This design comes from an exercise in tuning for small area and a short achievable clock period on the open sky130 flow, not from production work.
The RTL was checked by simulation tests, not by an equivalence proof against the original design.
Power and IR drop assume default switching activity.

### flow/flow/run.sh
#!/bin/bash
# The standard layout (standard.sh), with two changes: the buffers that
# buffer_ports puts on every input and output port are buf_4 cells instead
# of the tool's default pick (a delay buffer), and the buffers that synthesis
# (ABC) inserted are removed at floorplan so that the placement-aware repair
# rebuilds the buffering. The make output goes to flow_standard.log; ORFS
# keeps each step's log under orfs/logs/.
set -uo pipefail
bash standard.sh "BUFFER_PORTS_ARGS=-buffer_cell sky130_fd_sc_hd__buf_4" REMOVE_ABC_BUFFERS=1 finish > flow_standard.log 2>&1
### flow/standard.sh
#!/bin/bash
# synth_recipe.tcl (not shown) runs the flow's synth.tcl, then flattens the netlist and writes it again
# the make line also repeats each setting of config.mk as NAME=value (left out here)
make -C /OpenROAD-flow-scripts/flow DESIGN_CONFIG=/design/flow/config.mk WORK_HOME=/design/flow/orfs CLKGATE_MAP_FILE= SYNTH_SCRIPT=/design/flow/synth_recipe.tcl "${@:-finish}"
### flow/config.mk
export PLATFORM = sky130hd
export DESIGN_NAME = kmeans_cluster_store
export DESIGN_NICKNAME = kmeans_cluster_store
export VERILOG_FILES = /design/flow/design.v
export SDC_FILE = /design/flow/constraint.sdc
export NUM_CORES = 4
export LEC_CHECK = 0
export CAP_MARGIN = 20
export CORE_MARGIN = 2
export CORE_UTILIZATION = 65
export CTS_CLUSTER_DIAMETER = 100
export CTS_CLUSTER_SIZE = 24
export GPL_TIMING_DRIVEN = 0
export SETUP_SLACK_MARGIN = 1.2
export SLEW_MARGIN = 20
export SYNTH_HIERARCHICAL = 1
### flow/constraint.sdc
create_clock -name core_clock -period 3.5 [get_ports {clk}]
set_input_delay 0.7000 -clock core_clock [delete_from_list [all_inputs] [get_ports {clk}]]
set_output_delay 0.7000 -clock core_clock [all_outputs]
set_load 0.01 [all_outputs]
### flow/design.v
package kmeans_pkg;
    localparam int K_DEF      = 3;
    localparam int DATA_W_DEF = 16;
    localparam int DEPTH_DEF  = 64;
    localparam int IDX_W_DEF  = $clog2(K_DEF);
    typedef logic [IDX_W_DEF-1:0] cluster_idx_t;
endpackage
module kmeans_rd_or8 (
    input  logic [7:0] s,
    input  logic [7:0] d,
    output logic       y
);
    logic [3:0] p_n;
    for (genvar i = 0; i < 4; i++) begin : g_p
        assign p_n[i] = ~((s[2*i] & d[2*i]) | (s[2*i+1] & d[2*i+1]));
    end
    assign y = ~&p_n;
endmodule
module kmeans_nand2 (
    input  logic [1:0] a,
    output logic       y
);
    assign y = ~&a;
endmodule
module kmeans_nand3 (
    input  logic [2:0] a,
    output logic       y
);
    assign y = ~&a;
endmodule
module kmeans_nor2 (
    input  logic [1:0] a,
    output logic       y
);
    assign y = ~|a;
endmodule
module kmeans_and3 (
    input  logic [2:0] a,
    output logic       y
);
    assign y = &a;
endmodule
module kmeans_rd_next (
    input  logic [2:0] t_n,
    input  logic       take,
    input  logic       hold,
    output logic       y
);
    assign y = (~&t_n & take) | hold;
endmodule
module kmeans_sel_dec #(
    parameter int K     = 3,
    parameter int SEL_W = 2
) (
    input  logic [SEL_W-1:0] sel,
    output logic [K-1:0]     y
);
    always_comb begin
        for (int k = 0; k < K; k++) y[k] = (int'(sel) == k);
    end
endmodule
module kmeans_acc_add #(
    parameter int N = 22,
    parameter int M = 16
) (
    input  logic [N-1:0] a,
    input  logic [M-1:0] b,
    output logic [N-1:0] y
);
    localparam int L = $clog2(N);
    logic [N-1:0] g [L+1];
    logic [N-1:0] p [L+1];
    for (genvar i = 0; i < N; i++) begin : g_pg
        if (i < M) begin : g_ab
            assign g[0][i] = a[i] & b[i];
            assign p[0][i] = a[i] ^ b[i];
        end else begin : g_a
            assign g[0][i] = 1'b0;
            assign p[0][i] = a[i];
        end
    end
    for (genvar l = 1; l <= L; l++) begin : g_lvl
        for (genvar i = 0; i < N; i++) begin : g_bit
            if (((i >> (l-1)) & 1) == 1) begin : g_node
                localparam int J = ((i >> (l-1)) << (l-1)) - 1;
                kmeans_pfx_node u (
                    .gh(g[l-1][i]), .ph(p[l-1][i]), .gl(g[l-1][J]), .pl(p[l-1][J]),
                    .g (g[l][i]),   .p (p[l][i])
                );
            end else begin : g_pass
                assign g[l][i] = g[l-1][i];
                assign p[l][i] = p[l-1][i];
            end
        end
    end
    assign y[0] = p[0][0];
    for (genvar i = 1; i < N; i++) begin : g_sum
        assign y[i] = p[0][i] ^ g[L][i-1];
    end
endmodule
module kmeans_pfx_node (
    input  logic gh,
    input  logic ph,
    input  logic gl,
    input  logic pl,
    output logic g,
    output logic p
);
    assign g = gh | (ph & gl);
    assign p = ph & pl;
endmodule
module kmeans_slot_lt #(
    parameter int ADDR_W = 6
) (
    input  logic [ADDR_W-1:0] addr,
    input  logic [ADDR_W:0]   cnt,
    output logic              y
);
    assign y = ({1'b0, addr} < cnt);
endmodule
module kmeans_ready (
    input  logic [2:0] blk_n,
    input  logic       clr,
    output logic       y
);
    assign y = (&blk_n) & ~clr;
endmodule
module kmeans_rd_pre #(
    parameter int K      = 3,
    parameter int ADDR_W = 6,
    parameter int SEL_W  = 2,
    parameter int LO_W   = 3
) (
    input  logic [SEL_W-1:0]                 sel,
    input  logic [ADDR_W-1:0]                addr,
    output logic [K*(1<<(ADDR_W-LO_W))-1:0]  hi_n,
    output logic [(1<<LO_W)-1:0]             lo_n
);
    localparam int HI_W = ADDR_W - LO_W;
    always_comb begin
        for (int k = 0; k < K; k++)
            for (int h = 0; h < (1 << HI_W); h++)
                hi_n[k*(1<<HI_W) + h] = !((int'(sel) == k) && (int'(addr[ADDR_W-1:LO_W]) == h));
        for (int l = 0; l < (1 << LO_W); l++)
            lo_n[l] = !(int'(addr[LO_W-1:0]) == l);
    end
endmodule
module kmeans_cluster_store
#(
    parameter int K      = kmeans_pkg::K_DEF,
    parameter int DATA_W = kmeans_pkg::DATA_W_DEF,
    parameter int DEPTH  = kmeans_pkg::DEPTH_DEF,
    parameter int IDX_W  = $clog2(K),
    parameter int ADDR_W = $clog2(DEPTH),
    parameter int CNT_W  = ADDR_W + 1
    ,parameter int SUM_W = DATA_W + ADDR_W
) (
    input  logic              clk,
    input  logic              reset,
    input  logic              in_valid,
    output logic              in_ready,
    input  logic [DATA_W-1:0] in_data,
    input  logic [IDX_W-1:0]  in_idx,
    input  logic              clr,
    input  logic              rd_en,
    input  logic [IDX_W-1:0]  rd_sel,
    input  logic [ADDR_W-1:0] rd_addr,
    output logic              rd_valid,
    output logic [DATA_W-1:0] rd_data,
    output logic [CNT_W-1:0]  cnt,
    output logic [K-1:0]      full,
    output logic              err
    ,output logic [SUM_W-1:0] sum
);
    localparam int NW   = K * DEPTH;         
    localparam int LO_W = 3;                 
    localparam int HI_W = ADDR_W - LO_W;
    localparam int N1 = DEPTH / 8;
    localparam int N2 = N1 / 2;
    localparam int N3 = N2 / 2;
    logic [DATA_W-1:0] mem [NW];
    logic [CNT_W-1:0]  count [K];
    logic [SUM_W-1:0]  acc [K];
    logic [K-1:0]      xfer_k;
    logic              xfer_oob;
    logic [K-1:0]      rsel;        
    logic [ADDR_W-1:0] in_slot;     
    logic [K-1:0]      full_q;      
    logic [K-1:0]      isel_r;      
    logic [K-1:0]      blk_n;
    logic [K-1:0]      wq_en;
    logic [(1<<LO_W)-1:0] wq_lo;    
    logic [(1<<HI_W)-1:0] wq_hi;    
    logic [DATA_W-1:0] wq_data;
    always_comb begin
        in_slot  = '0;
        for (int k = 0; k < K; k++) begin
            if (int'(in_idx) == k) in_slot = count[k][ADDR_W-1:0];
            xfer_k[k] = in_valid && !clr && (int'(in_idx) == k) && !count[k][ADDR_W];
            rsel[k]   = (int'(rd_sel) == k);
        end
        xfer_oob = in_valid && !clr && (int'(in_idx) >= K);
    end
    assign full = full_q;
    kmeans_sel_dec #(.K(K), .SEL_W(IDX_W)) u_isel_r (.sel(in_idx), .y(isel_r));
    for (genvar k = 0; k < K; k++) begin : g_blk
        kmeans_nand2 u (.a({isel_r[k], full_q[k]}), .y(blk_n[k]));
    end
    kmeans_ready u_ready (.blk_n(blk_n), .clr(clr), .y(in_ready));
    for (genvar k = 0; k < K; k++) begin : g_cnt
        logic [SUM_W-1:0] acc_next;
        kmeans_acc_add #(.N(SUM_W), .M(DATA_W)) u_add (.a(acc[k]), .b(in_data), .y(acc_next));
        always_ff @(posedge clk or negedge reset) begin
            if (!reset) begin
                count[k]  <= '0;
                full_q[k] <= 1'b0;
                acc[k]    <= '0;
            end else if (clr) begin
                count[k]  <= '0;
                full_q[k] <= 1'b0;
                acc[k]    <= '0;
            end else if (xfer_k[k]) begin
                count[k]  <= count[k] + CNT_W'(1);
                full_q[k] <= (count[k] == CNT_W'(DEPTH - 1));
                acc[k]   <= acc_next;
            end
        end
    end
    always_ff @(posedge clk or negedge reset) begin
        if (!reset) begin
            err   <= 1'b0;
            wq_en <= '0;
        end else begin
            err   <= xfer_oob;
            wq_en <= xfer_k;
        end
    end
    always_ff @(posedge clk) begin
        for (int l = 0; l < (1 << LO_W); l++) wq_lo[l] <= (int'(in_slot[LO_W-1:0]) == l);
        for (int h = 0; h < (1 << HI_W); h++) wq_hi[h] <= (int'(in_slot[ADDR_W-1:LO_W]) == h);
        wq_data <= in_data;
    end
    for (genvar k = 0; k < K; k++) begin : g_bank
        for (genvar j = 0; j < DEPTH; j++) begin : g_word
            logic we;
            kmeans_and3 u_we (
                .a({wq_en[k], wq_hi[j >> LO_W], wq_lo[j % (1 << LO_W)]}),
                .y(we)
            );
            always_ff @(posedge clk) begin
                if (we) begin
                    mem[k*DEPTH + j] <= wq_data;
                end
            end
        end
    end
    logic [NW-1:0]     line_a;      
    logic [NW-1:0]     line_b;      
    logic [K-1:0]      rsel_c;      
    logic [K-1:0]      rsel_s0;
    logic [K-1:0]      rsel_s1;
    logic [DATA_W-1:0] rd_next;
    logic              in_range;
    logic              pend_hit;    
    logic              take_mem;    
    logic              take_pend;   
    logic [K*(1<<HI_W)-1:0] pre_hi_n;
    logic [(1<<LO_W)-1:0]   pre_lo_n;
    kmeans_rd_pre #(.K(K), .ADDR_W(ADDR_W), .SEL_W(IDX_W), .LO_W(LO_W)) u_pre (
        .sel  (rd_sel),
        .addr (rd_addr),
        .hi_n (pre_hi_n),
        .lo_n (pre_lo_n)
    );
    for (genvar i = 0; i < K*(1<<HI_W); i++) begin : g_line
        for (genvar l = 0; l < (1 << LO_W); l++) begin : g_l
            kmeans_nor2 u_a (.a({pre_hi_n[i], pre_lo_n[l]}), .y(line_a[i*(1<<LO_W) + l]));
            kmeans_nor2 u_b (.a({pre_hi_n[i], pre_lo_n[l]}), .y(line_b[i*(1<<LO_W) + l]));
        end
    end
    kmeans_sel_dec #(.K(K), .SEL_W(IDX_W)) u_rsel_c  (.sel(rd_sel), .y(rsel_c));
    kmeans_sel_dec #(.K(K), .SEL_W(IDX_W)) u_rsel_s0 (.sel(rd_sel), .y(rsel_s0));
    kmeans_sel_dec #(.K(K), .SEL_W(IDX_W)) u_rsel_s1 (.sel(rd_sel), .y(rsel_s1));
    logic [K-1:0] slot_ok;
    for (genvar k = 0; k < K; k++) begin : g_lt
        kmeans_slot_lt #(.ADDR_W(ADDR_W)) u_lt (.addr(rd_addr), .cnt(count[k]), .y(slot_ok[k]));
    end
    logic [K-1:0] rng_n;
    for (genvar k = 0; k < K; k++) begin : g_rng
        kmeans_nand2 u (.a({rsel_c[k], slot_ok[k]}), .y(rng_n[k]));
    end
    kmeans_nand3 u_rng (.a(rng_n), .y(in_range));
    always_comb begin
        pend_hit  = (|(wq_en & rsel)) && wq_lo[rd_addr[LO_W-1:0]] && wq_hi[rd_addr[ADDR_W-1:LO_W]];
        take_mem  = rd_en && in_range && !pend_hit;
        take_pend = rd_en && pend_hit;
    end
    for (genvar b = 0; b < DATA_W; b++) begin : g_rbit
        logic [K-1:0] t4_n;        
        logic [NW-1:0] line;
        if (b < DATA_W/2) begin : g_lo
            assign line = line_a;
        end else begin : g_hi
            assign line = line_b;
        end
        for (genvar k = 0; k < K; k++) begin : g_rb
            logic [N1-1:0] t1;     
            logic [N2-1:0] t2_n;   
            logic [N3-1:0] t3;     
            for (genvar g = 0; g < N1; g++) begin : g_t1
                logic [7:0] d;
                for (genvar i = 0; i < 8; i++) begin : g_d
                    assign d[i] = mem[k*DEPTH + 8*g + i][b];
                end
                kmeans_rd_or8 u (.s(line[k*DEPTH + 8*g +: 8]), .d(d), .y(t1[g]));
            end
            for (genvar g = 0; g < N2; g++) begin : g_t2
                kmeans_nor2 u (.a(t1[2*g +: 2]), .y(t2_n[g]));
            end
            for (genvar g = 0; g < N3; g++) begin : g_t3
                kmeans_nand2 u (.a(t2_n[2*g +: 2]), .y(t3[g]));
            end
            kmeans_nor2 u_t4 (.a(t3), .y(t4_n[k]));
        end
        kmeans_rd_next u_next (
            .t_n (t4_n),
            .take(take_mem),
            .hold((take_pend && wq_data[b]) || (!rd_en && rd_data[b])),
            .y   (rd_next[b])
        );
    end
    always_ff @(posedge clk or negedge reset) begin
        if (!reset) begin
            rd_valid <= 1'b0;
            rd_data  <= '0;
        end else begin
            rd_valid <= rd_en;
            rd_data  <= rd_next;
        end
    end
    for (genvar b = 0; b < CNT_W; b++) begin : g_cnt_out
        logic [K-1:0] p_n;
        for (genvar k = 0; k < K; k++) begin : g_p
            kmeans_nand2 u (.a({rsel_c[k], count[k][b]}), .y(p_n[k]));
        end
        kmeans_nand3 u_o (.a(p_n), .y(cnt[b]));
    end
    for (genvar b = 0; b < SUM_W; b++) begin : g_sum_out
        logic [K-1:0] p_n;
        logic [K-1:0] rs;
        if (b < SUM_W/2) begin : g_lo
            assign rs = rsel_s0;
        end else begin : g_hi
            assign rs = rsel_s1;
        end
        for (genvar k = 0; k < K; k++) begin : g_p
            kmeans_nand2 u (.a({rs[k], acc[k][b]}), .y(p_n[k]));
        end
        kmeans_nand3 u_o (.a(p_n), .y(sum[b]));
    end
endmodule
==> reports/results.txt, run 1 <==
Status: finished clean
Cell Pwr Density: 476 mW/mm2
Final setup margin: 1.05 ns
Yosys synthesis warning count: 20
Min cycle time layout: 2.45 ns
DIE HEIGHT: 433 um
Worst skew pair latency: 0.85 ns
HPWL after detailed placement: 204000 um
Gr usage total: 0.343
Number of non-filler instances in the completed layout: 10100
Maximum vdd ir drop: 0.000581 V
Tightest Hold Check Type: input port to flop
CP endpoint kind: flop
Setup Crit Path Kind: input port to flop
Antenna-violating nets left: 0
Final Skew: 0.0325 ns
Nets@finish: 7657
DRT Pass-1 Iters: 5
MaxCap Viol Count: 0
Pre-CTS setup slack: -1.20 ns
Design Power: 64.5 mW
Worst Path Required: 4.25 ns
Floorplan Core Area: 0.183 mm2
DRC violations left: 0
Number of global-route vias before repair: 67100
Placed cell count: 9654
Share of post-route cells with drive strength above 1: 0.178
Finished Cell Area: 0.136 mm2
Kind of start point of the critical path: input port
CTS clk-pin slew, worst paths: 0.10 ns
Final Max Tran Viols: 0
Worst-path maximum fanout: 13
Leakage power: 44.2 nW
Die width: 433 um
Post-synthesis instance total: 7030
Via count: 70500
Most frequent cells in the layout: edfxtp_1 (3072), a22oi_1 (1423), nand4_1 (388), nor2_2 (325), nor2_1 (272)
Syn_area_per_cell: 17.0 um2
Slew HR: 0.364
Area Overhead vs Synth: 13.2%
TritonCTS clock tree: done
Buffers on Ports: 81
Initial antenna violation count: 16
1st-iter DRT viols: 9548
Post-Syn Area: 0.120 mm2
Remaining Overflow, GRT: 0
Crit share post-route: 0.701
Setup TNS: 0 ns
Final wirelength: 326000 um
Largest net degree at the start of global routing: 95
Routed length per instance: 32.3 um
Die area: 0.188 mm2
Sink Count: 3215
Worst Tran Pin Value: 0.953 ns
Final hold vios: 0
Worst EP arrival: 3.21 ns
Maximum clock frequency: 408 MHz
Initial Util: 0.655
FP Rows: 157
Commonest non-fill, non-tap cell in the layout: edfxtp_1
Num CTS Buffers: 152
First-pass GRT wire length: 459000 um
Clk root buf: clkbuf_16
Unrepaired setup endpoints after global routing: true
Placed Area: 0.126 mm2
Via-to-Cell Ratio: 7.00
RePlAce Congestion: 0.895
Max Root-Sink Buffers: 3
Setup-failing EPs final: 0
Depth of the CTS H-tree: 4
I/O pin count: 82
## timing repair
| item | 4_1_cts | 5_1_grt |
|---|---|---|
| gates cloned | 7 | 3 |
| endpoints found under the setup margin | 107 | 125 |
| endpoints found under the hold margin | 71 | 0 |
| gates resized for setup | 699 | 258 |
| pin swaps | 159 | 103 |
| buffers inserted | 129 | 60 |
| hold buffers | 17 | 0 |
## registers in the layout, indices dropped and copies added, names as in the netlist
register and flops:
wq_lo 8, wq_hi 8, mem 3072, full_q 3
count 21, rd_data 16, wq_data 16, acc 66
rd_valid 1, err 1, wq_en 3
## critical path: stages
cell and delay, ns:
buf_8 0.14, or3b_4 0.30, buf_12 0.13, bufbuf_16 0.32, nor2_1 0.16, a22oi_1 0.31, nand4_1 0.16, nor2_1 0.33
nand2_1 0.14, nor2_1 0.13, nand3_2 0.15, a21o_1 0.21
## power by group
part / switching (mW) / internal, mW
Sequential: 0.206 / 42.1
Clock: 11.3 / 8.33
Combinational: 1.77 / 0.829
Total: 13.3 / 51.3
## through the flow
| stage | hold WS (ns) | utilization |
|---|---|---|
| after floorplan | 0.404 | - |
| after global placement | 0.525 | 0.674 |
| after detailed placement | 0.529 | 0.687 |
| after CTS | 0.105 | 0.731 |
| after global routing | 0.145 | 0.741 |
| final | 0.165 | 0.741 |
## final timing paths
kind | from | end | slack (ns) | cells after the start
worst min-delay path | rd_en | rd_valid | 0.16 | 1
min in group asynchronous | reset | acc[0][19] | 0.39 | 2
max in group asynchronous | reset | rd_data[3] | 2.31 | 3
worst max-delay path | rd_addr[0] | rd_data[12] | 1.05 | 12
worst max register to register | wq_lo[1] | rd_data[14] | 1.16 | 7
worst min register to register | acc[1][6] | acc[1][6] | 0.56 | 2
## per-layer routing
metal  up-vias  wire length (um)  track usage  part of all wire
met1     35900            120000        0.478              0.37
met5         -                21            0          0.000064
li1      30000                 -            -                 -
met3       592             35400       0.0633              0.11
met4         4             13500        0.133             0.041
met2      3967            157000        0.545              0.48
## area by class of cell
class | instances | area [um2]
Sequential cell | 3215 | 95800
Fill cell | 11000 | 47400
Multi-Input combinational cell | 3777 | 27300
Timing Repair Buffer | 393 | 5120
Clock buffer | 185 | 4100
Tap cell | 2464 | 3080
Clock inverter | 10 | 113
Inverter | 21 | 86.3
Antenna cell | 16 | 40.0
==> run 2: changes to the inputs <==
--- a/flow/config.mk
+++ b/flow/config.mk
@@ -12,5 +12,5 @@
 export CTS_CLUSTER_SIZE = 24
 export GPL_TIMING_DRIVEN = 0
-export SETUP_SLACK_MARGIN = 1.2
+export SETUP_SLACK_MARGIN = 1.5
 export SLEW_MARGIN = 20
 export SYNTH_HIERARCHICAL = 1
==> run 2 against run 1 <==
Synthesized cell count did not move. Combinational power increased by about 10%. Critical path depth is the same. Final cell count increased by 1.3%. Die area unchanged. Sequential power is essentially flat. Core utilization is 1.7 points higher. Clock-buffer cell count unchanged. Still clean on timing, DRC and antenna. Global-route usage rose by 0.15 points. Setup slack better by 0.017 ns. Largest power group unchanged. First-iteration DRC count grew 3.5%. Worst hold slack improved by 0.0053 ns.
==> reports/results.txt, run 2 <==
Remaining Overflow, GRT: 0
Biggest regs: mem x3072, acc x66, count x21
FP Rows: 157
Worst Path Required: 4.24 ns
Via count: 71800
Largest delay share family, worst path: simple AND/OR/NAND/NOR gates
MaxCap Viol Count: 0
Min cycle time layout: 2.44 ns
Die area: 0.188 mm2
Setup Crit Path Kind: input port to flop
Share of post-route cells with drive strength above 1: 0.232
Biggest register: mem
TritonCTS clock tree: done
Worst EP arrival: 3.18 ns
Kind of start point of the critical path: input port
Final wirelength: 333000 um
Slowest stage delay, CP: 0.30 ns
Largest net degree at the start of global routing: 95
Buffers on Ports: 81
CTS clk-pin slew, worst paths: 0.09 ns
HP Start: rd_en
Final core occ: 0.758
HPWL after detailed placement: 204000 um
Initial Util: 0.655
1st-iter DRT viols: 9880
Maximum vdd ir drop: 0.000581 V
Initial antenna violation count: 16
Worst Tran Pin Value: 0.932 ns
R2R Setup Slk: 1.20 ns
Leakage power: 45.0 nW
Reg2reg path depth: 10
DIE HEIGHT: 433 um
CP max stage cell: a22oi_1
Gr busiest metal: met2
Clk root buf: clkbuf_16
I/O pin count: 82
Floorplan Core Area: 0.183 mm2
Via-to-Cell Ratio: 7.03
Design Power: 64.8 mW
Sink Count: 3215
Depth of the CTS H-tree: 4
GR met3 Demand/Resource: 0.0690
Post-synthesis instance total: 7030
Final Skew: 0.0325 ns
Syn_area_per_cell: 17.0 um2
DRT Pass-1 Iters: 9
Final setup margin: 1.06 ns
Number of global-route vias before repair: 67300
Antenna-violating nets left: 0
Worst-path maximum fanout: 16
RR Endpoint: acc[1][18]
Setup TNS: 0 ns
Finished Cell Area: 0.139 mm2
GRT met1 Usage: 0.476
Hold worst-path end: rd_valid
Die width: 433 um
Unrepaired setup endpoints after global routing: true
Crit share post-route: 0.696
Num CTS Buffers: 152
CP endpoint kind: flop
First-pass GRT wire length: 461000 um
Commonest non-fill, non-tap cell in the layout: edfxtp_1
Most frequent cells in the layout: edfxtp_1 (3072), a22oi_1 (1332), nand4_1 (388), nor2_2 (367), buf_4 (238)
Nets@finish: 7776
Slew HR: 0.379
Status: finished clean
Setup-failing EPs final: 0
Tightest Hold Check Type: input port to flop
Max Root-Sink Buffers: 3
Worst hold path cell count: 1
Critical R2R Launch: acc[1][1]
Yosys synthesis warning count: 20
Met2 Usage GRT: 0.546
Maximum clock frequency: 410 MHz
Cell Pwr Density: 467 mW/mm2
Worst skew pair latency: 0.85 ns
Final Max Tran Viols: 0
DRC violations left: 0
CP Cell Sequence: buf_12, nor2b_4, buf_12, nand2_8, nor2_2, a22oi_1, nand4_1, nor2_2, nand2_1, nor2_4, nand3_2, a21o_1
Final hold vios: 0
RePlAce Congestion: 0.895
Area Overhead vs Synth: 15.8%
Gr usage total: 0.344
Post-Syn Area: 0.120 mm2
Routed length per instance: 32.7 um
WP buf/inv: 2
Pre-CTS setup slack: -1.20 ns
Placed Area: 0.126 mm2
Largest register FFs: 3072
-- run 2: worst max-delay path by stage --
stage / depth (start not counted) / slack, ns / endpoint / from
floorplan: 0 / 0.19 / mem[0][0] / wq_data[0]
global placement: 10 / -4.96 / rd_data[8] / rd_addr[0]
detailed placement: 11 / -1.20 / rd_data[4] / rd_addr[4]
CTS: 3 / 1.14 / sum[7] / acc[2][7]
global route: 3 / 1.09 / in_ready / full_q[0]
finish: 12 / 1.06 / rd_data[12] / rd_sel[0]
-- run 2: layout make-up --
type / instances / area [um2]
sequential: 3215 / 95800
fill: 10600 / 44300
multi-input combinational: 3781 / 28800
timing repair buffer: 508 / 6680
clock buffer: 185 / 4100
tap: 2464 / 3080
clock inverter: 10 / 113
inverter: 21 / 93.8
antenna: 29 / 72.6
-- run 2: metrics by stage --
stage | instances | hold slack, ns
2_1_floorplan | 7008 | 0.404
3_3_place_gp | 9553 | 0.525
3_5_place_dp | 9654 | 0.529
4_1_cts | 10000 | 0.105
5_1_grt | 10200 | 0.154
6_report | 10200 | 0.170
-- run 2: worst reg2reg max path, cell delays in order (launching register included) --
cell and delay (ns):
dfrtp_1 0.42, buf_6 0.13, ha_4 0.23, a21o_1 0.18, a21o_1 0.21, a21o_4 0.25
a21o_4 0.25, a21o_1 0.20, xor2_1 0.17, nand2_1 0.08, nand2_1 0.06
-- run 2: per-layer routing --
layer  share of wire  wire length, um
met3            0.11            36100
met2            0.48           161000
met1            0.36           122000
met5         0.00058              192
met4           0.044            14600
-- run 2: report_power, final --
| group | switching [mW] | leakage [nW] | internal, mW |
|---|---|---|---|
| sequential | 0.191 | 29.4 | 42.1 |
| combinational | 1.89 | 13.6 | 0.979 |
| clock | 11.3 | 2.06 | 8.33 |
| total | 13.4 | 45.0 | 51.4 |
-- run 2: repair_timing --
action | CTS | global route
pin swaps | 152 | 276
resized for setup | 715 | 712
endpoints found under the hold margin | 71 | 0
setup endpoints to repair | 2832 | 1657
gates cloned | 6 | 13
hold buffers | 17 | 0
buffers inserted | 142 | 157
==> run 3: changes to the inputs <==
--- a/flow/config.mk
+++ b/flow/config.mk
@@ -8,5 +8,5 @@
 export CAP_MARGIN = 20
 export CORE_MARGIN = 2
-export CORE_UTILIZATION = 65
+export CORE_UTILIZATION = 75
 export CTS_CLUSTER_DIAMETER = 100
 export CTS_CLUSTER_SIZE = 24
==> run 3 against run 2 <==
Cell area decreased by 0.90%. First-iteration DRC count increased by 30%. Setup slack got worse by 0.11 ns. Worst hold slack got worse by 0.0026 ns. Sequential power about the same. Via count increased by 4.6%. Sequential cell count unchanged. Critical path depth unchanged. Critical path type unchanged. Critical endpoint is now rd_data[14].
==> reports/results.txt, run 3 <==
Gr usage total: 0.406
Met2 Usage GRT: 0.620
1st-iter DRT viols: 12800
Initial Util: 0.756
Share of post-route cells with drive strength above 1: 0.228
Via count: 75100
Die width: 404 um
Post-Syn Area: 0.120 mm2
Depth of the CTS H-tree: 4
Maximum clock frequency: 392 MHz
Floorplan Core Area: 0.159 mm2
FILL cells: 6379
Remaining Overflow, GRT: 0
Largest register FFs: 3072
Largest net degree at the start of global routing: 95
Antenna-violating nets left: 0
MaxCap Viol Count: 0
Kind of start point of the critical path: input port
DIE HEIGHT: 404 um
Setup Crit Path Kind: input port to flop
Worst-path maximum fanout: 18
Final wirelength: 343000 um
Routed length per instance: 35.0 um
RePlAce Congestion: 0.874
Worst EP arrival: 3.28 ns
Setup-failing EPs final: 0
Die area: 0.163 mm2
Nets@finish: 7729
CP endpoint kind: flop
Finished Cell Area: 0.138 mm2
Placed cell count: 9251
Maximum vdd ir drop: 0.000483 V
FP Rows: 146
Status: finished clean
Placed Area: 0.125 mm2
Unrepaired setup endpoints after global routing: true
Cell Pwr Density: 471 mW/mm2
CTS clk-pin slew, worst paths: 0.09 ns
GR met3 Demand/Resource: 0.0865
Initial antenna violation count: 19
Sink Count: 3215
Area Overhead vs Synth: 14.7%
Biggest regs: mem x3072, acc x66, count x21
Final Max Tran Viols: 0
Most frequent cells in the layout: edfxtp_1 (3072), a22oi_1 (1355), nand4_1 (388), nor2_2 (362), nand2_1 (224)
Clk root buf: clkbuf_16
GRT met1 Usage: 0.573
Final Skew: 0.0456 ns
DRC violations left: 0
Worst Path Required: 4.23 ns
Min cycle time layout: 2.55 ns
Final hold vios: 0
Slew HR: 0.313
Leakage power: 44.7 nW
Worst Tran Pin Value: 1.03 ns
Num CTS Buffers: 151
Number of non-filler instances in the completed layout: 9797
Commonest non-fill, non-tap cell in the layout: edfxtp_1
Post-synthesis instance total: 7030
Max Root-Sink Buffers: 3
Gr busiest metal: met2
Crit share post-route: 0.729
TritonCTS clock tree: done
Yosys synthesis warning count: 20
Design Power: 64.7 mW
Number of global-route vias before repair: 69700
Tightest Hold Check Type: input port to flop
DRT Pass-1 Iters: 7
Worst skew pair latency: 0.86 ns
HPWL after detailed placement: 198000 um
I/O pin count: 82
Biggest register: mem
Syn_area_per_cell: 17.0 um2
Buffers on Ports: 81
Via-to-Cell Ratio: 7.66
First-pass GRT wire length: 471000 um
[run 3: worst paths after layout]
check	startpoint	end	slack (ns)	cells past startpoint
min reg2reg	acc[1][10]	acc[1][10]	0.56	2
min in group asynchronous	reset	acc[0][14]	0.33	2
min	rd_en	rd_valid	0.17	1
max	rd_sel[0]	rd_data[14]	0.95	12
max in group asynchronous	reset	rd_data[6]	2.34	3
max reg2reg	wq_hi[5]	rd_data[11]	1.14	7
[run 3: cell type report]
cell class | instances | area [um2] | area share
Sequential cell | 3215 | 95800 | 0.697
Multi-Input combinational cell | 3784 | 28500 | 0.207
Timing Repair Buffer | 459 | 6110 | 0.0445
Clock buffer | 188 | 4130 | 0.0300
Tap cell | 2072 | 2590 | 0.0189
Antenna cell | 53 | 133 | 0.000965
Inverter | 21 | 93.8 | 0.000682
Clock inverter | 5 | 81.3 | 0.000591
[run 3: metrics by stage]
step	setup WS [ns]	util	hold slack [ns]	setup TNS, ns
after floorplan	0.189	-	0.404	0
after global placement	-4.53	0.775	0.526	-
after detailed placement	-1.08	0.788	0.525	-34.59
after CTS	1.09	0.847	0.121	0
after global routing	0.710	0.866	0.170	0
final	0.949	0.867	0.167	0
[run 3: worst max-delay path: stages]
cell and delay [ns]:
buf_16 0.17, nor2b_4 0.17, buf_4 0.15, nand2_8 0.18, nor2_2 0.18, a22oi_1 0.50
nand4_1 0.28, nor2_2 0.27, nand2_1 0.15, nor2_4 0.23, nand3_2 0.09, a21o_1 0.18
[run 3: repair_timing]
action,4_1_cts,5_1_grt
pin swaps,190,242
hold buffers,17,0
cloned,14,8
resized for setup,785,672
setup endpoints to repair,2710,2527
buffers inserted,173,88
endpoints found under the hold margin,67,0
[run 3: report_power, final]
part	total (mW)	internal [mW]	switching, mW
Combinational	2.79	0.921	1.87
Clock	19.6	8.37	11.2
Sequential	42.3	42.1	0.236
[run 3: routing by layer]
metal,vias to the layer above,part of all wire
li1,30200,-
met1,37100,0.33
met2,6505,0.46
met3,1253,0.14
met4,8,0.067
met5,-,0.00015
==> run 4: changes to the inputs <==
--- a/flow/config.mk
+++ b/flow/config.mk
@@ -8,9 +8,9 @@
 export CAP_MARGIN = 20
 export CORE_MARGIN = 2
-export CORE_UTILIZATION = 75
+export CORE_UTILIZATION = 65
 export CTS_CLUSTER_DIAMETER = 100
 export CTS_CLUSTER_SIZE = 24
 export GPL_TIMING_DRIVEN = 0
-export SETUP_SLACK_MARGIN = 1.5
+export SETUP_SLACK_MARGIN = 1.0
 export SLEW_MARGIN = 20
 export SYNTH_HIERARCHICAL = 1
==> run 4 against run 3 <==
Wire length is 7.7% lower. Worst hold slack worse by 0.0018 ns. First-iteration DRC count is 25% lower. Core utilization is 15 points lower. Total power is 0.79% lower. Sequential power hardly changed. Clock power hardly changed. Die area is 15% higher. Global-route usage is 7.0 points lower. Critical endpoint is now rd_data[8]. Highest routed layer unchanged.
==> reports/results.txt, run 4 <==
Worst Tran Pin Value: 0.934 ns
Gr usage total: 0.336
Tightest Hold Check Type: input port to flop
Number of non-filler instances in the completed layout: 9918
Critical R2R Launch: wq_hi[3]
Placed cell count: 9654
Post-synthesis instance total: 7030
Floorplan Core Area: 0.183 mm2
Finished Cell Area: 0.132 mm2
Setup TNS: 0 ns
Psw: 13.1 mW
R2R Setup Slk: 0.98 ns
MaxCap Viol Count: 0
Placed Area: 0.126 mm2
Register area: 0.0958 mm2
FILL cells: 11500
1st-iter DRT viols: 9542
Max Root-Sink Buffers: 3
CP Cell Sequence: buf_12, or3b_4, buf_12, buf_16, nor2_1, a22oi_1, nand4_1, nor2_1, nand2_1, nor2_4, nand3_1, a21o_1
Final setup margin: 0.790 ns
Share of post-route cells with drive strength above 1: 0.106
Final core occ: 0.721
Design Power: 64.2 mW
Die area: 0.188 mm2
Via-to-Cell Ratio: 6.98
Setup Crit Path Kind: input port to flop
Largest delay share family, worst path: simple AND/OR/NAND/NOR gates
Slew HR: 0.378
Most frequent cells in the layout: edfxtp_1 (3072), a22oi_1 (1500), nor2_1 (438), nand4_1 (388), nand2_1 (285)
Number of global-route vias before repair: 66100
Commonest non-fill, non-tap cell in the layout: edfxtp_1
Nets@finish: 7495
Depth of the CTS H-tree: 4
Hold Slack: 0.166 ns
Worst Path Required: 4.25 ns
Clk root buf: clkbuf_16
CP max stage cell: a22oi_1
Final hold vios: 0
Largest register FFs: 3072
Internal Power: 51.1 mW
Clock network power share: 0.305
Cell Pwr Density: 486 mW/mm2
Initial antenna violation count: 11
HPWL after detailed placement: 204000 um
Routed length per instance: 31.9 um
Initial Util: 0.655
Switching part of the total: 0.204
RePlAce Congestion: 0.895
Antenna-violating nets left: 0
Kind of start point of the critical path: input port
Biggest regs: mem x3072, acc x66, count x21
Crit path to: rd_data[8]
Buffers on Ports: 81
Combinational power share: 0.036
Worst EP arrival: 3.46 ns
DRT Pass-1 Iters: 6
I/O pin count: 82
Num CTS Buffers: 152
Worst-path maximum fanout: 18
DRC violations left: 0
Cell depth of the worst setup path: 12
Maximum vdd ir drop: 0.000582 V
CP startpoint: rd_addr[1]
Min cycle time layout: 2.71 ns
TritonCTS clock tree: done
CP endpoint kind: flop
Reg2reg path depth: 7
Worst skew pair latency: 0.86 ns
Remaining Overflow, GRT: 0
Status: finished clean
Maximum clock frequency: 369 MHz
Crit share post-route: 0.774
Final Max Tran Viols: 0
DIE HEIGHT: 433 um
Setup-failing EPs final: 0
Pre-CTS setup slack: -1.20 ns
Die width: 433 um
CTS clk-pin slew, worst paths: 0.10 ns
WP buf/inv: 3
Sequential Power Share: 0.659
Final Skew: 0.0377 ns
Post-Syn Area: 0.120 mm2
Leakage power: 42.9 nW
Yosys synthesis warning count: 20
Syn_area_per_cell: 17.0 um2
RR Endpoint: rd_data[3]
Area of the multi-input gates: 0.0254 mm2
Biggest register: mem
Via count: 69300
Final wirelength: 316000 um
FP Rows: 157
Sink Count: 3215
Area Overhead vs Synth: 10.2%
Slowest stage delay, CP: 0.34 ns
Unrepaired setup endpoints after global routing: true
Largest net degree at the start of global routing: 95
First-pass GRT wire length: 451000 um
## run 4: cell count changes in the layout (fill, tap and decap cells not counted), moves of 98 or more
cell,change
nor2_2,-179
and3_1,+149
and3_2,-148
a22oi_1,+145
buf_4,-98
nor2_1,+266
a22oi_2,-145
## run 4: final cells by class
cell class                 instances  share of cell area
multi-input combinational       3773               0.193
inverter                          21            0.000616
sequential                      3215               0.725
timing repair buffer             235              0.0259
clock buffer                     185              0.0310
clock inverter                    10            0.000853
tap                             2464              0.0233
antenna                           15            0.000284
## run 4: timing repair
action	4_1_cts	5_1_grt
hold buffers	17	0
buffers inserted	32	3
pin swaps	57	35
gates resized for setup	302	143
cloned	2	0
hold endpoints to repair	71	0
setup endpoints to repair	93	60
## run 4: power by group through the flow
stage | logic (mW) | clock network (mW) | registers (mW)
after floorplan | 0.618 | 0 | 43.4
after global placement | 1.24 | 0 | 44.0
after global routing | 2.38 | 21.0 | 42.3
final | 2.30 | 19.6 | 42.3
after CTS | 2.21 | 19.8 | 42.3
after detailed placement | 2.06 | 0 | 43.2
## run 4: how the worst min path moves through the flow
stage            endpoint  slack [ns]  startpoint  depth (start not counted)
2_1_floorplan   acc[0][0]        0.40       reset                          0
3_3_place_gp    acc[2][0]        0.52   acc[2][0]                          2
3_5_place_dp   acc[1][11]        0.53  acc[1][11]                          2
4_1_cts          rd_valid        0.11       rd_en                          1
5_1_grt          rd_valid        0.14       rd_en                          1
6_report         rd_valid        0.17       rd_en                          1
## run 4: layer usage
layer	GRT usage	vias up	routed length, um
li1	-	29700	-
met1	0.473	35300	119000
met2	0.535	3762	153000
met3	0.0608	517	32300
met4	0.121	10	11700
met5	0	-	57
==> run 5: changes to the inputs <==
--- a/flow/config.mk
+++ b/flow/config.mk
@@ -8,9 +8,9 @@
 export CAP_MARGIN = 20
 export CORE_MARGIN = 2
-export CORE_UTILIZATION = 65
+export CORE_UTILIZATION = 60
 export CTS_CLUSTER_DIAMETER = 100
 export CTS_CLUSTER_SIZE = 24
 export GPL_TIMING_DRIVEN = 0
-export SETUP_SLACK_MARGIN = 1.0
+export SETUP_SLACK_MARGIN = 1.2
 export SLEW_MARGIN = 20
 export SYNTH_HIERARCHICAL = 1
==> run 5 against run 4 <==
Sequential share of layout area is 1.4 points lower. Fmax is 8.4% higher. Wire length is 2.5% higher. Still clean. Highest routed layer unchanged. Worst hold slack worse by 0.031 ns. Largest cell class unchanged. Setup slack better by 0.21 ns.
==> reports/results.txt, run 5 <==
Worst Path Required: 4.24 ns
Worst hold path cell count: 3
RePlAce Congestion: 0.844
Clk root buf: clkbuf_16
Biggest regs: mem x3072, acc x66, count x21
Unrepaired setup endpoints after global routing: true
Final Skew: 0.0262 ns
Min cycle time layout: 2.50 ns
Remaining Overflow, GRT: 0
Biggest register: mem
Floorplan Core Area: 0.199 mm2
Maximum vdd ir drop: 0.000558 V
I/O pin count: 82
Buffers on Ports: 81
Leakage power: 43.8 nW
Depth of the CTS H-tree: 4
TritonCTS clock tree: done
Switching part of the total: 0.206
First-pass GRT wire length: 461000 um
Number of global-route vias before repair: 66300
HP Start: in_valid
Post-Syn Area: 0.120 mm2
Slowest stage delay, CP: 0.34 ns
Area Overhead vs Synth: 12.4%
Setup Crit Path Kind: input port to flop
HPWL after detailed placement: 209000 um
Kind of start point of the critical path: input port
Via count: 69000
CP max stage cell: a22oi_1
Share of post-route cells with drive strength above 1: 0.151
Initial Util: 0.602
Antenna-violating nets left: 0
Syn_area_per_cell: 17.0 um2
CP Cell Sequence: buf_6, nand3b_1, buf_12, buf_4, buf_6, nor2_1, a22oi_1, nand4_1, nor2_1, nand2_1, nor2_4, nand3_1, a21o_1
Clock network power share: 0.306
RR Endpoint: rd_data[9]
Setup-failing EPs final: 0
Nets@finish: 7621
DRT Pass-1 Iters: 6
Num CTS Buffers: 152
Cell Pwr Density: 479 mW/mm2
Psw: 13.3 mW
Final Max Tran Viols: 0
Yosys synthesis warning count: 20
MaxCap Viol Count: 0
DIE HEIGHT: 451 um
Status: finished clean
Reg2reg path depth: 13
CTS clk-pin slew, worst paths: 0.10 ns
Commonest non-fill, non-tap cell in the layout: edfxtp_1
Maximum clock frequency: 400 MHz
Via-to-Cell Ratio: 6.74
Sink Count: 3215
DRC violations left: 0
Most frequent cells in the layout: edfxtp_1 (3072), a22oi_1 (1473), nand4_1 (388), nor2_1 (370), nor2_2 (250)
R2R Setup Slk: 1.17 ns
Routed length per instance: 31.6 um
Max Root-Sink Buffers: 3
Final wirelength: 324000 um
Slew HR: 0.364
Largest net degree at the start of global routing: 95
FILL cells: 13400
Critical R2R Launch: count[0][4]
Gr usage total: 0.315
Worst EP arrival: 3.24 ns
Worst-path maximum fanout: 13
Die width: 451 um
Final hold vios: 0
Post-synthesis instance total: 7030
1st-iter DRT viols: 9197
Largest register FFs: 3072
Sequential Power Share: 0.655
Hold worst-path end: count[1][6]
Die area: 0.203 mm2
FP Rows: 164
CP endpoint kind: flop
Setup TNS: 0 ns
Worst skew pair latency: 0.86 ns
Tightest Hold Check Type: input port to flop
Crit share post-route: 0.714
Combinational power share: 0.038
Design Power: 64.6 mW
Worst Tran Pin Value: 0.954 ns
Internal Power: 51.3 mW
Initial antenna violation count: 19
## run 5: layout make-up
type	instances	area [um2]	share of cell area
repair buffers	360	4620	0.0343
diodes	14	35.0	0.000260
multi-input cells	3774	26600	0.197
inverters	21	88.8	0.000659
clock buffers	195	4090	0.0304
well taps	2656	3320	0.0247
flip-flops and latches	3215	95800	0.711
clock inverters	10	150	0.00111
## run 5: metrics by stage
stage,cell area [um2],instances,utilization,hold WS [ns],setup slack (ns)
global placement,124000,9745,0.621,0.522,-5.21
global route,135000,10200,0.677,0.116,1.05
CTS,133000,10200,0.670,0.0758,1.10
detailed placement,126000,9846,0.633,0.529,-1.21
floorplan,120000,7008,-,0.404,0.189
finish,135000,10200,0.677,0.135,1.00
## run 5: routing by layer
layer / vias to the layer above / track usage / routed length [um]
li1: 29900 / - / -
met1: 35400 / 0.462 / 130000
met2: 3237 / 0.488 / 154000
met3: 460 / 0.0517 / 29400
met4: 4 / 0.109 / 11700
met5: - / 0 / 26
## run 5: worst max-delay path, delay by kind of cell
kind	cells	cell delay (ns)
AO/OA/AOI/OAI	2	0.53
AND/OR/NAND/NOR	7	1.30
buffers and inverters	4	0.65
## run 5: power by group through the flow
| stage | Sequential [mW] | Clock, mW | Combinational (mW) |
|---|---|---|---|
| final | 42.3 | 19.8 | 2.48 |
| after global routing | 42.3 | 21.3 | 2.60 |
| after CTS | 42.3 | 20.0 | 2.33 |
| after detailed placement | 43.2 | 0 | 2.07 |
| after global placement | 44.0 | 0 | 1.24 |
| after floorplan | 43.4 | 0 | 0.618 |
## run 5: worst max-delay path by stage
stage	start	endpoint	cells past startpoint
after CTS	full_q[2]	in_ready	3
final	rd_addr[2]	rd_data[15]	13
after global placement	rd_addr[0]	rd_data[12]	10
after global routing	rd_addr[3]	rd_data[7]	11
after floorplan	wq_data[0]	mem[0][0]	0
after detailed placement	rd_addr[5]	rd_data[11]	11
## run 5: what timing repair did
item,in CTS,in global routing
hold buffers,17,0
endpoints found under the hold margin,60,0
resized for setup,551,198
gates cloned,3,2
setup buffers,115,43
pin swaps,105,71
endpoints found under the setup margin,173,314
==> run 6: changes to the inputs <==
--- a/flow/config.mk
+++ b/flow/config.mk
@@ -8,5 +8,5 @@
 export CAP_MARGIN = 20
 export CORE_MARGIN = 2
-export CORE_UTILIZATION = 60
+export CORE_UTILIZATION = 70
 export CTS_CLUSTER_DIAMETER = 100
 export CTS_CLUSTER_SIZE = 24
==> run 6 against run 5 <==
Clock power shrank 2%. Wire length increased by 0.45%. Global-route usage up 4.4 points. First-iteration DRC count grew 16%. Setup slack worse by 0.060 ns. Critical path depth increased by 1. Largest power group unchanged.
==> reports/results.txt, run 6 <==
Remaining Overflow, GRT: 0
Depth of the CTS H-tree: 4
Biggest register: mem
FP Rows: 151
Floorplan Core Area: 0.170 mm2
Post-Syn Area: 0.120 mm2
CP startpoint: rd_sel[0]
HPWL after detailed placement: 199000 um
Die area: 0.175 mm2
CP Cell Sequence: buf_8, nor2b_4, buf_12, buf_6, nand2_4, buf_4, nor2_2, a22oi_1, nand4_1, nor2_2, nand2_1, nor2_4, nand3_1, a21o_1
Slew HR: 0.373
Final Skew: 0.0382 ns
Maximum vdd ir drop: 0.000504 V
Kind of start point of the critical path: input port
Cell depth of the worst setup path: 14
Routed length per instance: 32.9 um
GR met3 Demand/Resource: 0.0660
CP endpoint kind: flop
FILL cells: 8764
Largest net degree at the start of global routing: 95
Pre-CTS setup slack: -1.13 ns
Unrepaired setup endpoints after global routing: true
Setup-failing EPs final: 0
Sequential Power Share: 0.657
Crit-path most repeated cell: nor2_2
Final hold vios: 0
Met2 Usage GRT: 0.576
Via count: 72200
CP max stage cell: a22oi_1
Gr usage total: 0.360
Initial antenna violation count: 19
Switching part of the total: 0.204
Number of global-route vias before repair: 67500
Gr busiest metal: met2
TritonCTS clock tree: done
Max Root-Sink Buffers: 3
RePlAce Congestion: 0.875
1st-iter DRT viols: 10600
Finished Cell Area: 0.136 mm2
DRC violations left: 0
Design Power: 64.3 mW
Critical R2R Launch: count[1][2]
Largest register FFs: 3072
Register area: 0.0958 mm2
Hold Slack: 0.145 ns
Final Max Tran Viols: 0
Worst Tran Pin Value: 0.940 ns
Worst EP arrival: 3.30 ns
Syn_area_per_cell: 17.0 um2
CTS clk-pin slew, worst paths: 0.10 ns
Crit share post-route: 0.732
Commonest non-fill, non-tap cell in the layout: edfxtp_1
Yosys synthesis warning count: 20
Cell Pwr Density: 472 mW/mm2
Area Overhead vs Synth: 13.7%
Clock network power share: 0.302
Worst skew pair latency: 0.87 ns
Number of non-filler instances in the completed layout: 9912
Combinational power share: 0.041
WP buf/inv: 4
Status: finished clean
Num CTS Buffers: 151
Biggest regs: mem x3072, acc x66, count x21
RR Endpoint: rd_data[3]
Reg2reg path depth: 12
Share of post-route cells with drive strength above 1: 0.191
Placed Area: 0.125 mm2
Slowest stage delay, CP: 0.31 ns
Buffers on Ports: 81
DIE HEIGHT: 418 um
I/O pin count: 82
DRT Pass-1 Iters: 6
Sink Count: 3215
Largest delay share family, worst path: simple AND/OR/NAND/NOR gates
First-pass GRT wire length: 450000 um
Most frequent cells in the layout: edfxtp_1 (3072), a22oi_1 (1392), nand4_1 (388), nor2_2 (371), nor2_1 (234)
Initial Util: 0.706
Placed cell count: 9402
Clk root buf: clkbuf_16
Setup Crit Path Kind: input port to flop
Crit path to: rd_data[5]
Via-to-Cell Ratio: 7.28
Area of the multi-input gates: 0.0276 mm2
Worst Path Required: 4.24 ns
Min cycle time layout: 2.56 ns
Worst-path maximum fanout: 16
MaxCap Viol Count: 0
Leakage power: 44.3 nW
Psw: 13.1 mW
Final setup margin: 0.940 ns
Maximum clock frequency: 391 MHz
GRT met1 Usage: 0.497
Final wirelength: 326000 um
R2R Setup Slk: 1.11 ns
Post-synthesis instance total: 7030
Internal Power: 51.2 mW
Die width: 418 um
Antenna-violating nets left: 0
Nets@finish: 7699
Tightest Hold Check Type: input port to flop
==> run 6: cell types whose count changed in the layout (fill, tap and decap cells not counted), moves of 17 or more <==
cell / before / now
a22oi_2: 63 / 144
a22oi_1: 1473 / 1392
diode_2: 14 / 43
nor2_1: 370 / 234
nor2_2: 250 / 371
nand2_2: 59 / 76
nand2_1: 241 / 223
buf_4: 177 / 232
==> run 6: worst min-delay path, delay by kind of cell <==
| kind | cells | cell delay, ns |
|---|---|---|
| AOI/OAI and AO/OA | 1 | 0.08 |
| and+or+nand+nor | 1 | 0.08 |
| buffers and inverters | 1 | 0.12 |
==> run 6: power groups by stage <==
stage / clock [mW] / sequential (mW) / combinational, mW
floorplan: 0 / 43.4 / 0.618
global placement: 0 / 44.0 / 1.19
detailed placement: 0 / 43.2 / 2.04
CTS: 19.4 / 42.3 / 2.31
global route: 20.6 / 42.3 / 2.73
finish: 19.4 / 42.3 / 2.65
==> run 6: timing repair <==
action	CTS	global route
hold buffers	17	0
setup endpoints to repair	103	217
pin swaps	131	168
endpoints found under the hold margin	49	0
resized for setup	638	403
cloned	2	9
setup buffers	120	117
==> run 6: per-layer routing <==
layer | vias up | wire length, um
met2 | 4849 | 158000
met4 | 4 | 15400
met1 | 36400 | 114000
met3 | 756 | 38100
li1 | 30100 | -
met5 | - | 34
==> run 6: cell type report <==
class | count | area share
sequential | 3215 | 0.704
inverter | 21 | 0.000652
multi-input combinational | 3775 | 0.203
clock inverter | 8 | 0.000680
timing repair buffer | 438 | 0.0413
tap | 2218 | 0.0204
antenna | 43 | 0.000790
clock buffer | 194 | 0.0300
==> run 6: worst min path at each step <==
stage          cells past startpoint     endpoint       start
6_report                           3  count[1][6]    in_valid
5_1_grt                            2          err    in_valid
4_1_cts                            3  count[1][6]    in_valid
3_5_place_dp                       2    acc[2][4]   acc[2][4]
3_3_place_gp                       2   acc[2][13]  acc[2][13]
2_1_floorplan                      0    acc[0][0]       reset
==> run 6: per-stage QoR <==
stage | utilization | TNS [ns]
2_1_floorplan | - | 0
3_3_place_gp | 0.726 | -
3_5_place_dp | 0.739 | -37.66
4_1_cts | 0.784 | 0
5_1_grt | 0.802 | 0
6_report | 0.803 | 0
==> run 7: changes to the inputs <==
--- a/flow/design.v
+++ b/flow/design.v
@@ -176,4 +176,6 @@
     localparam int LO_W = 3;                 
     localparam int HI_W = ADDR_W - LO_W;
+    localparam int RLO_W = 4;                
+    localparam int RHI_W = ADDR_W - RLO_W;
     localparam int N1 = DEPTH / 8;
     localparam int N2 = N1 / 2;
@@ -265,7 +267,7 @@
     logic              take_mem;    
     logic              take_pend;   
-    logic [K*(1<<HI_W)-1:0] pre_hi_n;
-    logic [(1<<LO_W)-1:0]   pre_lo_n;
-    kmeans_rd_pre #(.K(K), .ADDR_W(ADDR_W), .SEL_W(IDX_W), .LO_W(LO_W)) u_pre (
+    logic [K*(1<<RHI_W)-1:0] pre_hi_n;
+    logic [(1<<RLO_W)-1:0]   pre_lo_n;
+    kmeans_rd_pre #(.K(K), .ADDR_W(ADDR_W), .SEL_W(IDX_W), .LO_W(RLO_W)) u_pre (
         .sel  (rd_sel),
         .addr (rd_addr),
@@ -273,8 +275,8 @@
         .lo_n (pre_lo_n)
     );
-    for (genvar i = 0; i < K*(1<<HI_W); i++) begin : g_line
-        for (genvar l = 0; l < (1 << LO_W); l++) begin : g_l
-            kmeans_nor2 u_a (.a({pre_hi_n[i], pre_lo_n[l]}), .y(line_a[i*(1<<LO_W) + l]));
-            kmeans_nor2 u_b (.a({pre_hi_n[i], pre_lo_n[l]}), .y(line_b[i*(1<<LO_W) + l]));
+    for (genvar i = 0; i < K*(1<<RHI_W); i++) begin : g_line
+        for (genvar l = 0; l < (1 << RLO_W); l++) begin : g_l
+            kmeans_nor2 u_a (.a({pre_hi_n[i], pre_lo_n[l]}), .y(line_a[i*(1<<RLO_W) + l]));
+            kmeans_nor2 u_b (.a({pre_hi_n[i], pre_lo_n[l]}), .y(line_b[i*(1<<RLO_W) + l]));
         end
     end
--- a/flow/config.mk
+++ b/flow/config.mk
@@ -8,5 +8,5 @@
 export CAP_MARGIN = 20
 export CORE_MARGIN = 2
-export CORE_UTILIZATION = 70
+export CORE_UTILIZATION = 65
 export CTS_CLUSTER_DIAMETER = 100
 export CTS_CLUSTER_SIZE = 24
==> run 7 against run 6 <==
First-iteration DRC count down 1.7%. Setup slack better by 0.091 ns. Synthesized area about the same. Combinational power down 2%.
==> reports/results.txt, run 7 <==
Status: finished clean
Maximum vdd ir drop: 0.000499 V
Max Root-Sink Buffers: 3
Initial antenna violation count: 18
Buffers on Ports: 81
CP Cell Sequence: buf_12, or4b_4, buf_16, nor2_4, a22oi_1, nand4_1, nor2_2, nand2_1, nor2_1, nand3_4, a21o_1
DRC violations left: 0
HP Start: in_valid
Final Skew: 0.0301 ns
Share of post-route cells with drive strength above 1: 0.171
Biggest regs: mem x3072, acc x66, count x21
Post-synthesis instance total: 7020
CTS clk-pin slew, worst paths: 0.10 ns
Most frequent cells in the layout: edfxtp_1 (3072), a22oi_1 (1441), nand4_1 (389), nor2_1 (300), nor2_2 (284)
Placed cell count: 9655
Maximum clock frequency: 405 MHz
Post-Syn Area: 0.120 mm2
Remaining Overflow, GRT: 0
Sink Count: 3215
Final Max Tran Viols: 0
Via-to-Cell Ratio: 7.06
Biggest register: mem
Num CTS Buffers: 152
Syn_area_per_cell: 17.1 um2
CP endpoint kind: flop
Tightest Hold Check Type: input port to flop
R2R Setup Slk: 1.13 ns
CP max stage cell: or4b_4
DRT Pass-1 Iters: 6
Slew HR: 0.337
Commonest non-fill, non-tap cell in the layout: edfxtp_1
Cell depth of the worst setup path: 11
Nets@finish: 7642
Die area: 0.188 mm2
Routed length per instance: 32.9 um
Initial Util: 0.654
RePlAce Congestion: 0.891
MaxCap Viol Count: 0
Worst-path maximum fanout: 22
DIE HEIGHT: 434 um
Via count: 71100
Cell Pwr Density: 475 mW/mm2
Die width: 434 um
Largest delay share family, worst path: simple AND/OR/NAND/NOR gates
Number of global-route vias before repair: 67100
TritonCTS clock tree: done
Leakage power: 44.2 nW
HPWL after detailed placement: 209000 um
Area Overhead vs Synth: 13.3%
Worst Tran Pin Value: 0.994 ns
Worst skew pair latency: 0.86 ns
Largest net degree at the start of global routing: 95
I/O pin count: 82
Final hold vios: 0
Worst EP arrival: 3.20 ns
Final core occ: 0.741
Worst hold path cell count: 3
Final wirelength: 332000 um
Crit share post-route: 0.706
Critical R2R Launch: count[0][4]
Reg2reg path depth: 12
Unrepaired setup endpoints after global routing: true
Worst Path Required: 4.23 ns
Largest register FFs: 3072
First-pass GRT wire length: 463000 um
1st-iter DRT viols: 10500
Hold worst-path end: count[1][6]
FILL cells: 10900
Floorplan Core Area: 0.183 mm2
Setup Crit Path Kind: input port to flop
Yosys synthesis warning count: 20
Kind of start point of the critical path: input port
RR Endpoint: rd_data[8]
Number of non-filler instances in the completed layout: 10100
Slowest stage delay, CP: 0.38 ns
Depth of the CTS H-tree: 4
Clk root buf: clkbuf_16
Gr usage total: 0.347
FP Rows: 157
Hold Slack: 0.145 ns
WP buf/inv: 2
Antenna-violating nets left: 0
Min cycle time layout: 2.47 ns
Setup-failing EPs final: 0
[run 7: how the worst max path moves through the flow]
stage	slack [ns]	end	from
final	1.03	rd_data[7]	rd_addr[0]
after global placement	-4.23	mem[59][11]	wq_data[11]
after global routing	1.09	in_ready	full_q[2]
after CTS	1.10	in_ready	full_q[1]
after floorplan	0.19	mem[0][0]	wq_data[0]
after detailed placement	-1.17	rd_data[10]	rd_addr[1]
[run 7: stage by stage]
step / power, mW / setup WS [ns] / instance area (um2) / setup TNS, ns
2_1_floorplan: 44.0 / 0.189 / 120000 / 0
3_3_place_gp: 45.2 / -4.23 / 123000 / -
3_5_place_dp: 45.3 / -1.17 / 126000 / -24.39
4_1_cts: 64.4 / 1.10 / 134000 / 0
5_1_grt: 65.9 / 1.09 / 136000 / 0
6_report: 64.5 / 1.03 / 136000 / 0
[run 7: final cells by class]
type	count	area, um2	share of cell area
Antenna cell	22	55.1	0.000405
Clock buffer	192	4110	0.0303
Clock inverter	11	111	0.000820
Inverter	21	88.8	0.000654
Multi-Input combinational cell	3767	27200	0.200
Sequential cell	3215	95800	0.706
Tap cell	2464	3080	0.0227
Timing Repair Buffer	388	5380	0.0396
[run 7: timing repair]
item,4_1_cts,5_1_grt
setup buffers,139,26
gates cloned,12,6
resized for setup,642,260
pin swaps,161,90
endpoints found under the setup margin,102,98
hold endpoints to repair,57,0
hold buffers,17,0
[run 7: worst min-delay path: stages]
cell	delay, ns
buf_4	0.11
a31oi_1	0.07
nor2_1	0.08
[run 7: power by group]
part | switching (mW) | internal (mW) | total, mW
clock network | 11.3 | 8.34 | 19.6
logic | 1.76 | 0.828 | 2.59
registers | 0.206 | 42.1 | 42.3
[run 7: layer usage]
layer	vias to the layer above	part of all wire	wire length [um]	track usage
met4	4	0.042	13900	0.130
li1	30000	-	-	-
met1	36200	0.37	123000	0.495
met3	634	0.12	38200	0.0683
met2	4214	0.47	156000	0.541
met5	-	0.000075	25	0

[separate check: timing with driven ports]
No port has a modelled driver above. Below, the same layouts with a new extraction and two added sets of constraints.
Step 1 assumes that a clkbuf_16 drives the clock port and a buf_2 every other input.
Step 2, shift: input delay + t, output delay - t, t = (earliest + latest rising clock arrival at the registers) / 2. This alone moves slack from input paths to output paths.
Slacks: ideal ports / drivers / drivers and shift; pairs: ideal ports / drivers.
| run | shift t [ns] | setup slack, ns | worst hold slack (ns) | worst setup path after step 2 |
|---|---|---|---|---|
| run 1 | 0.934 | 1.046 / 1.072 / 0.143 | 0.165 / 0.094 / 0.558 | input to register |
| run 2 | 0.932 | 1.064 / 1.046 / 0.114 | 0.170 / 0.099 / 0.558 | input to register |
| run 3 | 0.924 | 0.949 / 0.859 / -0.065 | 0.167 / 0.142 / 0.561 | input to register |
| run 4 | 0.932 | 0.790 / 0.836 / -0.096 | 0.166 / 0.095 / 0.555 | input to register |
| run 5 | 0.936 | 1.000 / 1.042 / 0.108 | 0.135 / 0.071 / 0.554 | input to register |
| run 6 | 0.947 | 0.940 / 0.966 / 0.020 | 0.145 / 0.074 / 0.557 | input to register |
| run 7 | 0.934 | 1.030 / 0.853 / -0.081 | 0.145 / 0.081 / 0.556 | input to register |
Met with ideal ports but missed after step 2: setup timing in run 3, run 4 and run 7. The setup slack of run 7, which loses most, moves by -0.177 ns with the drivers and by -1.111 ns with both steps.
